From an optimization exercise on the open Yosys and OpenROAD flow, aimed at small area and a short achievable clock period; shortcuts taken in it are not production practice. Function not checked in this run: the RTL went through the layout flow alone.

==> design.v <==
`timescale 1ns/1ps
module adc_fa (
    input  logic a_i,
    input  logic b_i,
    input  logic c_i,
    output logic s_o,
    output logic c_o
);
    assign s_o = a_i ^ b_i ^ c_i;
    assign c_o = (a_i & b_i) | (c_i & (a_i ^ b_i));
endmodule
module adc_mul (
    input  logic        clk_i,
    input  logic        rst_i,
    input  logic [11:0] x_i,
    input  logic [9:0]  y_i,
    input  logic [9:0]  z_i,
    output logic [11:0] fp_o             
);
    localparam int KA = 2;
    localparam int KB = 5;
    localparam int KC = 12 - KA - KB;
    localparam int YK = 6;
    logic [11:0] x_q;
    logic [9:0]  y_q;
    logic [9:0]  z_q;
    logic [3:0]  vld_q;                  
    always_ff @(posedge clk_i) begin
        x_q <= x_i;
        y_q <= y_i;
        z_q <= z_i;
    end
    always_ff @(posedge clk_i or posedge rst_i) begin
        if (rst_i) begin
            vld_q <= '0;
        end else begin
            vld_q <= {vld_q[2:0], 1'b1};
        end
    end
    logic [12:0] acc [0:9];
    logic [21:0] prod;
    assign acc[0] = {1'b0, x_q & {12{y_q[0]}}};
    for (genvar r = 1; r < 10; r++) begin : g_row
        logic [11:0] a;
        logic [11:0] b;
        assign a = acc[r-1][12:1];
        assign b = x_q & {12{y_q[r]}};
        for (genvar i = 0; i < 12; i++) begin : g_bit
            logic c;                     
            if (i == 0) begin : g_half
                assign acc[r][0] = a[0] ^ b[0];
                assign c         = a[0] & b[0];
            end else if (r == 1 && i == 11) begin : g_top
                assign acc[r][i] = b[i] ^ g_bit[i-1].c;
                assign c         = b[i] & g_bit[i-1].c;
            end else begin : g_full
                adc_fa i_fa (.a_i(a[i]), .b_i(b[i]), .c_i(g_bit[i-1].c), .s_o(acc[r][i]), .c_o(c));
            end
        end
        assign acc[r][12] = g_bit[11].c;
    end
    for (genvar r = 0; r < 10; r++) begin : g_prod
        assign prod[r] = acc[r][0];
    end
    assign prod[21:10] = acc[9][12:1];
    logic [9:0] zn;
    assign zn = ~{z_q[9:1], z_q[0] | (z_q == '0)};
    for (genvar i = 0; i < 10; i++) begin : g_ge
        logic c;                         
        if (i == 0) begin : g_first
            assign c = prod[12] | ~z_q[0];
        end else begin : g_next
            assign c = (prod[12+i] & ~z_q[i]) | (g_ge[i-1].c & (prod[12+i] | ~z_q[i]));
        end
    end
    logic [9:0] z_n8, z_n4, z_n2, z_odd, zon;
    assign z_n8  = (z_q[7:0]  == '0) ? (z_q  >> 8) : z_q;
    assign z_n4  = (z_n8[3:0] == '0) ? (z_n8 >> 4) : z_n8;
    assign z_n2  = (z_n4[1:0] == '0) ? (z_n4 >> 2) : z_n4;
    assign z_odd = (z_n2[0]   == '0) ? (z_n2 >> 1) : z_n2;
    assign zon   = ~z_odd;
    logic [9:0] ymod_a [0:YK-1];         
    for (genvar k = 0; k < YK; k++) begin : g_ymod_a
        logic [k:0] t;
        logic [k:0] diff;
        if (k == 0) begin : g_first
            assign t = y_q[9];
        end else begin : g_next
            assign t = {ymod_a[k-1][k-1:0], y_q[9-k]};
        end
        for (genvar i = 0; i <= k; i++) begin : g_bit
            logic c;                     
            if (i == 0) begin : g_first
                assign diff[0] = ~(t[0] ^ zon[0]);
                assign c       = t[0] | zon[0];
            end else begin : g_next
                adc_fa i_fa (.a_i(t[i]), .b_i(zon[i]), .c_i(g_bit[i-1].c), .s_o(diff[i]), .c_o(c));
            end
        end
        assign ymod_a[k] = {{(9-k){1'b0}}, (g_bit[k].c && (z_odd[9:k+1] == '0)) ? diff : t};
    end
    logic [9:0]  rem_a [0:KA];
    logic [11:0] lq_a  [0:KA];           
    assign rem_a[0] = prod[21:12];
    assign lq_a[0]  = prod[11:0];
    for (genvar k = 0; k < KA; k++) begin : g_stp_a
        logic [10:0] t;
        logic [9:0]  diff;
        logic        q;
        assign t = {rem_a[k], lq_a[k][11]};
        for (genvar i = 0; i < 10; i++) begin : g_bit
            logic c;                     
            if (i == 0) begin : g_first
                assign diff[0] = ~(t[0] ^ zn[0]);
                assign c       = t[0] | zn[0];
            end else begin : g_next
                adc_fa i_fa (.a_i(t[i]), .b_i(zn[i]), .c_i(g_bit[i-1].c), .s_o(diff[i]), .c_o(c));
            end
        end
        assign q          = g_bit[9].c | t[10];
        assign rem_a[k+1] = q ? diff : t[9:0];
        assign lq_a[k+1]  = {lq_a[k][10:0], q};
    end
    logic       x_nz;
    assign x_nz = (x_q != '0);
    logic [9:0]  rem_a_q;
    logic [11:0] lq_a_q;
    logic [9:0]  zn_a_q;
    logic        sat_a_q;                
    logic [9:0]  ym_a_q;                 
    logic [9:0]  zon_a_q;                
    logic        xnz_a_q;                
    always_ff @(posedge clk_i) begin
        rem_a_q <= rem_a[KA];
        lq_a_q  <= lq_a[KA];
        zn_a_q  <= zn;
        sat_a_q <= g_ge[9].c && x_nz && (y_q != '0);
        ym_a_q  <= {ymod_a[YK-1][YK-1:0], y_q[9-YK:0]};
        zon_a_q <= zon;
        xnz_a_q <= x_nz;
    end
    logic [9:0] ymod_b [YK:8];
    for (genvar k = YK; k < 9; k++) begin : g_ymod_b
        logic [k:0] t;
        logic [k:0] diff;
        if (k == YK) begin : g_first
            assign t = ym_a_q[9:9-k];
        end else begin : g_next
            assign t = {ymod_b[k-1][k-1:0], ym_a_q[9-k]};
        end
        for (genvar i = 0; i <= k; i++) begin : g_bit
            logic c;
            if (i == 0) begin : g_first
                assign diff[0] = ~(t[0] ^ zon_a_q[0]);
                assign c       = t[0] | zon_a_q[0];
            end else begin : g_next
                adc_fa i_fa (.a_i(t[i]), .b_i(zon_a_q[i]), .c_i(g_bit[i-1].c), .s_o(diff[i]), .c_o(c));
            end
        end
        assign ymod_b[k] = {{(9-k){1'b0}}, (g_bit[k].c && (zon_a_q[9:k+1] == '1)) ? diff : t};
    end
    logic [9:0] y_last;
    logic       y_div;                   
    assign y_last = {ymod_b[8][8:0], ym_a_q[0]};
    assign y_div  = (y_last == '0) || (y_last == ~zon_a_q);
    logic [9:0]  rem_b [0:KB];
    logic [11:0] lq_b  [0:KB];
    assign rem_b[0] = rem_a_q;
    assign lq_b[0]  = lq_a_q;
    for (genvar k = 0; k < KB; k++) begin : g_stp_b
        logic [10:0] t;
        logic [9:0]  diff;
        logic        q;
        assign t = {rem_b[k], lq_b[k][11]};
        for (genvar i = 0; i < 10; i++) begin : g_bit
            logic c;
            if (i == 0) begin : g_first
                assign diff[0] = ~(t[0] ^ zn_a_q[0]);
                assign c       = t[0] | zn_a_q[0];
            end else begin : g_next
                adc_fa i_fa (.a_i(t[i]), .b_i(zn_a_q[i]), .c_i(g_bit[i-1].c), .s_o(diff[i]), .c_o(c));
            end
        end
        assign q          = g_bit[9].c | t[10];
        assign rem_b[k+1] = q ? diff : t[9:0];
        assign lq_b[k+1]  = {lq_b[k][10:0], q};
    end
    logic [9:0]  rem_b_q;
    logic [11:0] lq_b_q;
    logic [9:0]  zn_b_q;
    logic        sat_b_q;
    logic        d_b_q;                  
    always_ff @(posedge clk_i) begin
        rem_b_q <= rem_b[KB];
        lq_b_q  <= lq_b[KB];
        zn_b_q  <= zn_a_q;
        sat_b_q <= sat_a_q;
        d_b_q   <= !y_div && xnz_a_q;
    end
    logic [9:0]  rem_c [0:KC-1];
    logic [11:0] lq_c  [0:KC-1];
    assign rem_c[0] = rem_b_q;
    assign lq_c[0]  = lq_b_q;
    for (genvar k = 0; k < KC; k++) begin : g_stp_c
        logic [10:0] t;
        logic [9:0]  diff;
        logic        q;
        assign t = {rem_c[k], lq_c[k][11]};
        for (genvar i = 0; i < 10; i++) begin : g_bit
            logic c;
            if (i == 0) begin : g_first
                assign diff[0] = ~(t[0] ^ zn_b_q[0]);
                assign c       = t[0] | zn_b_q[0];
            end else begin : g_next
                adc_fa i_fa (.a_i(t[i]), .b_i(zn_b_q[i]), .c_i(g_bit[i-1].c), .s_o(diff[i]), .c_o(c));
            end
        end
        assign q = g_bit[9].c | t[10];
        if (k < KC - 1) begin : g_next
            assign rem_c[k+1] = q ? diff : t[9:0];
            assign lq_c[k+1]  = {lq_c[k][10:0], q};
        end
    end
    logic [11:0] quot_q;
    logic        sat_q;
    logic        dec_q;                  
    always_ff @(posedge clk_i) begin
        quot_q <= {lq_c[KC-1][10:0], g_stp_c[KC-1].q};
        sat_q  <= sat_b_q;
        dec_q  <= d_b_q && ((g_stp_c[KC-1].diff == '0) || (g_stp_c[KC-1].t == '0));
    end
    logic [11:0] res;
    for (genvar i = 0; i < 12; i++) begin : g_dec
        if (i == 0) begin : g_first
            assign res[i] = vld_q[3] && (sat_q || (quot_q[i] ^ dec_q));
        end else begin : g_next
            assign res[i] = vld_q[3] && (sat_q || (quot_q[i] ^ (dec_q && (quot_q[i-1:0] == '0))));
        end
    end
    always_ff @(posedge clk_i or posedge rst_i) begin
        if (rst_i) begin
            fp_o <= '0;
        end else begin
            fp_o <= res;
        end
    end
endmodule
==> flow/run.sh <==
#!/bin/bash
# The standard layout, with the smallest buffer on the ports instead of a delay
# buffer, and no dummy loads on the clock tree.
set -euo pipefail
export BUFFER_PORTS_ARGS="-buffer_cell sky130_fd_sc_hd__buf_1"
export CTS_ARGS="-sink_clustering_enable -repair_clock_nets -buf_list sky130_fd_sc_hd__clkbuf_8 -dont_use_dummy_load"
bash standard.sh > standard.log 2>&1
==> standard.sh <==
#!/bin/bash
# synth_recipe.tcl (not shown) runs the flow's synth.tcl, then flattens the netlist and writes it again
# the make line also repeats each setting of config.mk as NAME=value (left out here)
make -C /OpenROAD-flow-scripts/flow DESIGN_CONFIG=/design/flow/config.mk WORK_HOME=/design/flow/orfs CLKGATE_MAP_FILE= SYNTH_SCRIPT=/design/flow/synth_recipe.tcl "${@:-finish}"
==> config.mk <==
export PLATFORM = sky130hd
export DESIGN_NAME = adc_mul
export DESIGN_NICKNAME = adc_mul
export VERILOG_FILES = /design/flow/design.v
export SDC_FILE = /design/flow/constraint.sdc
export NUM_CORES = 4
export LEC_CHECK = 0
export CAP_MARGIN = 20
export CORE_MARGIN = 2
export CORE_UTILIZATION = 70
export CTS_BUF_LIST = sky130_fd_sc_hd__clkbuf_8
export SLEW_MARGIN = 20
export SYNTH_HIERARCHICAL = 1
export SYNTH_MINIMUM_KEEP_SIZE = 0
==> constraint.sdc <==
create_clock -name core_clock -period 110.0 [get_ports {clk_i}]
set_input_delay 22.0000 -clock core_clock [delete_from_list [all_inputs] [get_ports {clk_i}]]
set_output_delay 22.0000 -clock core_clock [all_outputs]
set_load 0.01 [all_outputs]
==> key figures <==
Flow run
  – Max-cap viol count: 0

Floorplanning
  – Initial Util: 71.3%
  – Chip width: 139 um
  – I/O pin cnt: 46
  – Die area: 19,300 um^2
  – Site Rows: 49
  – Vert. Die Dim: 139 um
  – Core area: between 15,000 and 20,000 um^2

Final layout
  – Antenna cells: 0
  – Share of post-route cells with drive strength above 1: between 10% and 20%
  – Layout Nets: 1,419
  – Synth-to-layout area growth: 3.89%

Setup path
  – Max incr delay on CP: about 0.37 ns
  – CP cell instances: buf_1
  – Critical path data arrival time: between 0.9 and 1 ns
  – WP data required: approximately 90 ns
  – Cell family with most CP delay: flip-flops
  – Bufs and invs on worst path: 1
  – Crit end category: output port
  – CP Launch Type: flop
  – Crit Path Max Fanout: 1
  – CP max-delay cell: dfrtp_1
  – Critical path class: flop to output port

Synthesis
  – Mean area per synthesized cell: 11.8 um^2
  – Commonest cells post-synth: 242 x fa_1, 134 x dfxtp_1, 125 x and2_1, 97 x mux2_2, 71 x inv_1
  – Post-Syn Nets: 1,392
  – Post-synthesis sequential area ratio: 24.2%
  – Post-Syn Area: 12,800 um^2
  – Top FF cell, synth: dfxtp_1
  – Post-synth cell types: between 70 and 80
  – Most frequent cell after synthesis: fa_1
  – Number of synthesis warnings: 25
  – Asr flop ratio synth: 10.7%
  – Synth area leader: fa_1
  – Syn Inst Count: ~1,100
  – Post-synth top area share: 38.0%
  – Yosys reg bits: 150
  – Number of flops mapped to enable cells by yosys: 0
  – Area contributors post-synth: fa_1 38%, dfxtp_1 21%, mux2_2 8.6%, and2_1 6.1%, dfrtp_1 3.1%

Route
  – DR WL/cell: ~17 um
  – Met2 WL: 12.0 mm
  – WL met1: 9.36 mm
  – Final wirelength: 22.8 mm
  – DRC: 0
  – Iter 0 DRT Violations: about 430
  – Router iterations before antenna repair: 5
  – Routed wl met3: roughly 770 um
  – Vias: 7,813
  – Top Layer Used: met4
  – DR vias/cell: 5.84
  – Antenna viol nets, final: 0

Placed design
  – Port bufs: 45
  – Global placer's final weighted congestion: 0.914
  – Final HPWL DP: 19.0 mm

STA
  – Relative slew margins: 33.8%
  – Final count of pins violating max slew: 0
  – Min Hold Slack: around 0.30 ns
  – Final hold violations: 0
  – Worst Max-Slew Pin Slew: 0.990 ns
  – F_max: 0.0436 GHz
  – Unrepaired setup endpoints after global routing: false
  – Skew final: 0.0373 ns
  – Post-route clock period utilization: 20.9%
  – Final setup violation count: 0
  – Setup Total Neg Slack: 0 ns
  – Fin crit period: ~23 ns

Global route
  – Vias in the first global route: ~8,500
  – First-pass GRT wire length: 40.6 mm
  – Largest net degree at the start of global routing: 20
  – Initial antenna violation count: 0
  – Total track usage: 26.5%
  – Gr ovfl total: 0

CTS
  – Clock Latency Late Sink: 0.45 ns
  – CTS tree: done
  – Post-CTS Setup Repair Bufs: 0
  – Total CTS buffers: 17
  – H-tree Lvls: 4
  – Root buf cell: clkbuf_8
  – Clk slew on worst S/H paths: 0.10 ns
  – Post-CTS sizing: 0
  – CTS max path bufs: 2
  – Hold_buf cts: 0
  – CTS sink count: 150

Outcome
  – Outcome: no timing/DRC/antenna violations

Min path
  – Type of the tightest min-delay check: flop to flop
==> sequential cells by signal, indices dropped and copies added, names as in the netlist, 12 cells and up <==
register / flops
quot_q: 12
x_q: 12
lq_b_q: 12
lq_a_q: 12
fp_o: 12
==> layout by cell type, fill, tap and decap left out, drive strengths merged, types with 3 or more instances in the layout <==
cell type | synthesis | final
and2 | 126 | 126
dfxtp | 134 | 134
a311oi | 3 | 3
xnor2 | 7 | 7
nand3 | 11 | 11
dfrtp | 16 | 16
a211oi | 5 | 5
maj3 | 5 | 5
a21oi | 35 | 35
xor2 | 8 | 8
o31ai | 5 | 5
mux2i | 19 | 19
o21a | 4 | 4
a21boi | 4 | 4
nand2 | 30 | 30
inv | 73 | 73
nor3b | 4 | 4
a211o | 3 | 3
or2 | 6 | 6
mux2 | 100 | 100
ha | 32 | 32
nor3 | 16 | 16
nand2b | 10 | 10
clkbuf | 28 | 17
o21ai | 18 | 18
buf | 15 | 51
o211ai | 5 | 5
nand4 | 6 | 6
nor2 | 56 | 56
fa | 242 | 242
a31oi | 4 | 4
a22oi | 5 | 5
nor4 | 11 | 11
o31a | 6 | 6
==> layout make-up <==
cell class              instances  area (um^2)
repair buffers                 51          214
fillers                      1292         4640
clock buffers                  17          234
flip-flops and latches        150         3080
multi-input cells             816         9160
well taps                     229          287
inverters                      75          284
==> per-layer routing <==
layer,global-route usage (%),up-vias
li1,-,3625
met1,32.7,4000
met2,47.2,150
met3,4.49,38
met4,9.30,0
met5,0,-
==> final timing paths <==
check / start / end / slack, ns / depth (start not counted)
max: fp_o[5]$_DFF_PP0_ / fp_o[5] / 87.06 / 1
min: lq_b_q[5]$_DFF_P_ / quot_q[10]$_DFF_P_ / 0.30 / 0
max reg2reg: zn_b_q[0]$_DFF_P_ / dec_q$_DFF_P_ / 87.71 / 64
min reg2reg: lq_b_q[5]$_DFF_P_ / quot_q[10]$_DFF_P_ / 0.30 / 0
max in group asynchronous: rst_i / fp_o[0]$_DFF_PP0_ / 88.08 / 2
min in group asynchronous: rst_i / fp_o[10]$_DFF_PP0_ / 21.54 / 2
==> through the flow <==
stage                     setup WS, ns  utilization (%)  instance area, um^2  std cells
final                            87.06             74.1                13300       1338
after global routing             86.74             74.1                13300       1338
after CTS                        87.02             74.1                13300       1338
after detailed placement         87.54             72.7                13000       1321
after global placement           87.55             72.7                13000       1321
after floorplan                  87.62                -                12800       1084
==> cells by family after synthesis <==
group                      count (synthesis)  synth area share, %
AOI/OAI and AO/OA                        117                 6.34
buffers and inverters                    118                 4.09
and+or+nand+nor                          285                 12.4
xor gates and xnor gates                  15                 1.03
adders and majority gates                279                 41.5
DFF                                      150                 24.2
muxes                                    119                 10.4
other                                      1               0.0294
==> per-module statistics from Yosys, one instance, submodules excluded <==
module | cells | times used | cell area, um^2
adc_fa | 1 | 242 | 20.0
adc_mul | 842 | 1 | 7920

## afterwards: timing with drivers on the ports
In the flow no input, the clock included, has a driving cell. The finished layout below was timed again as built, in two steps.
Step 1 assumes that a clkbuf_16 drives the clock port and a buf_2 every other input.
Step 2, shift: input delay + t, output delay - t, t = (earliest + latest rising clock arrival at the registers) / 2. This alone moves slack from input paths to output paths.
Slacks: ideal ports / drivers / drivers and shift; pairs: ideal ports / drivers.
t, ns: 0.475
setup WS [ns]: 87.058 / 87.015 / 87.490
worst hold slack (ns): 0.300 / 0.300 / 0.300
worst register clock-pin slew, ns: 0.10 / 0.10
worst slew at a driven data input, ns: 0.03
After both steps this run still meets setup and hold. The setup slack of this run moves by -0.043 ns with the drivers and by +0.432 ns with both steps.
